This is an optimization exercise on Yosys and OpenROAD, whose aim is small area, not a production implementation.
The RTL was checked by simulation tests, not by an equivalence proof against the original design.
No activity file was given, so power comes from the tool's default toggle rates.

## imem_loadable
module imem_loadable #(
  parameter int ADDR_WIDTH = 8,
  parameter int DATA_WIDTH = 16,
  parameter int DEPTH      = 256
) (
  input  logic                  clk,
  input  logic                  rst_n,
  input  logic                  fetch_en,
  input  logic [ADDR_WIDTH-1:0] address,
  input  logic                  load_start,
  input  logic                  load_stop,
  input  logic                  load_valid,
  input  logic [7:0]            load_byte,
  output logic [DATA_WIDTH-1:0] data,
  output logic                  data_valid,
  output logic                  load_ready,
  output logic                  load_done,
  output logic                  load_overflow,
  output logic                  cpu_hold,
  output logic [ADDR_WIDTH:0]   word_count,
  output logic [7:0]            checksum
);
  logic        load_q;      
  logic        phase_q;     
  logic [7:0]  hi_q;        
  logic [8:0]  ptr_q;
  logic [7:0]  ptrn_q;      
  logic        ovf_q;
  logic        done_q;
  logic        dv_q;
  logic [15:0] data_q;
  logic [15:0] rd;
  logic [7:0]  csum_q;
  logic        leave;
  logic        acc;
  logic        drop;
  logic        wr;
  ...
Size: about 60 I/O pins, ~0.14 mm2 of cells after synthesis.
export LEC_CHECK = 0
export CAP_MARGIN = 20
export CORE_MARGIN = 2
export CORE_UTILIZATION = 50
export CTS_BUF_LIST = sky130_fd_sc_hd__clkbuf_16
export CTS_CLUSTER_DIAMETER = 55
export CTS_CLUSTER_SIZE = 20
export GPL_TIMING_DRIVEN = 0
export SETUP_SLACK_MARGIN = 0.3
export SLEW_MARGIN = 20
create_clock -name core_clock -period 5.0 [get_ports {clk}]
standard.sh (not shown) runs the stock make flow with config.mk's settings and CLKGATE_MAP_FILE= SYNTH_SCRIPT=/design/flow/synth_recipe.tcl, a recipe that flattens the netlist after the stock synthesis.
==> flow/flow/run.sh <==
#!/bin/bash
# Own flow: the standard ORFS layout, but synthesised from a copy of the design
# in which the single-gate imem_g_* modules are instances of sky130hd cells
# (so ABC keeps the hand-built read tree and storage gates as written), and
# with sky130_fd_sc_hd__buf_2 as the port buffer (every port still gets one).
# The registers are checked against the standard synthesis; if they differ
# the standard netlist is used instead.
set -euo pipefail
W=$PWD
R=orfs/results/$FLOW_PLATFORM/imem_loadable/base

# The standard flow's config plus the port buffer cell; layout.sh is standard.sh on it
cp config.mk config_layout.mk
echo 'export BUFFER_PORTS_ARGS = -buffer_cell sky130_fd_sc_hd__buf_2' >> config_layout.mk
sed -e "s#DESIGN_CONFIG=[^ ]*#DESIGN_CONFIG=$W/config_layout.mk#" standard.sh > layout.sh

# 1. standard synthesis (reference for the registers)
bash layout.sh synth > log_synth_standard.txt 2>&1
cp $R/1_2_yosys.v ref_1_2_yosys.v

# 2. synthesis of the gate-mapped copy, in its own work folder
python3 flow/mapcells.py design.v design_mapped.v > log_mapcells.txt 2>&1
sed "s#^export VERILOG_FILES = .*#export VERILOG_FILES = $W/design_mapped.v#" config.mk > config_mapped.mk
sed -e "s#DESIGN_CONFIG=[^ ]*#DESIGN_CONFIG=$W/config_mapped.mk#" \
    -e "s#WORK_HOME=[^ ]*#WORK_HOME=$W/orfs_mapped#" standard.sh > synth_mapped.sh
bash synth_mapped.sh synth > log_synth_mapped.txt 2>&1
M=orfs_mapped/results/$FLOW_PLATFORM/imem_loadable/base/1_2_yosys.v

# 3. same registers? then lay out the mapped netlist
if python3 flow/regs.py ref_1_2_yosys.v $M > log_regs.txt 2>&1; then
  sleep 1
  cp $M $R/1_2_yosys.v
  touch $R/1_2_yosys.v
fi

# 4. the rest of the standard flow
bash layout.sh finish > log_layout.txt 2>&1
Other scripts of this flow, unchanged in this note and not shown: flow/flow/mapcells.py, flow/flow/regs.py
The first run finished clean.
Next try:
--- a/flow/config.mk
+++ b/flow/config.mk
@@ -8,9 +8,9 @@
 export CAP_MARGIN = 20
 export CORE_MARGIN = 2
-export CORE_UTILIZATION = 50
+export CORE_UTILIZATION = 55
 export CTS_BUF_LIST = sky130_fd_sc_hd__clkbuf_16
-export CTS_CLUSTER_DIAMETER = 55
-export CTS_CLUSTER_SIZE = 20
+export CTS_CLUSTER_DIAMETER = 60
+export CTS_CLUSTER_SIZE = 24
 export GPL_TIMING_DRIVEN = 0
-export SETUP_SLACK_MARGIN = 0.3
+export SETUP_SLACK_MARGIN = 0.1
 export SLEW_MARGIN = 20
Now the flow ran to the end with violations: negative setup slack; routed wire length decreases by 2.8%; sequential cell count does not change; fmax came out lower by 4.6%; combinational power is about the same; die area is lower by 9.0%.
Next try:
--- a/flow/config.mk
+++ b/flow/config.mk
@@ -8,8 +8,8 @@
 export CAP_MARGIN = 20
 export CORE_MARGIN = 2
-export CORE_UTILIZATION = 55
+export CORE_UTILIZATION = 45
 export CTS_BUF_LIST = sky130_fd_sc_hd__clkbuf_16
-export CTS_CLUSTER_DIAMETER = 60
-export CTS_CLUSTER_SIZE = 24
+export CTS_CLUSTER_DIAMETER = 50
+export CTS_CLUSTER_SIZE = 16
 export GPL_TIMING_DRIVEN = 0
 export SETUP_SLACK_MARGIN = 0.1
Outcome:
- This time the run finished clean
- worst setup slack improved by 0.21 ns
- synthesized area does not change
- first-iteration DRC count is lower by 7.2%
- final area is higher by 4.9%
- die area is higher by about 22%
- critical path depth is higher by 1

-- separate check: timing with driven ports --
Ports are ideal in the flow. The routed layouts listed here were re-timed in OpenROAD.
Step 1, drivers: a clkbuf_16 drives clk and a buf_2 each remaining input, both assumed.
Step 2 also shifts input and output timing later by t, the mid clock arrival at the registers, as if the neighbouring blocks saw the same clock.
Slacks: no drivers / after step 1 / after step 2; pairs: no drivers / after step 1.
| run | t (ns) | setup slack, ns | hold slack, ns | cell pins on the clock port's net |
|---|---|---|---|---|
| the first run | 1.069 | 0.087 / 0.121 / -0.948 | 0.093 / 0.009 / 0.480 | 1 |
| the second run | 1.024 | -0.152 / -0.226 / -1.249 | 0.116 / 0.045 / 0.481 | 1 |
| the third run | 1.070 | 0.056 / -0.009 / -1.079 | 0.063 / -0.001 / 0.480 | 1 |
With both steps, setup timing fails in the first run and the third run, where it was met with ideal ports. The setup slack of the third run, which loses most, moves by -0.065 ns with the drivers and by -1.135 ns with both steps.
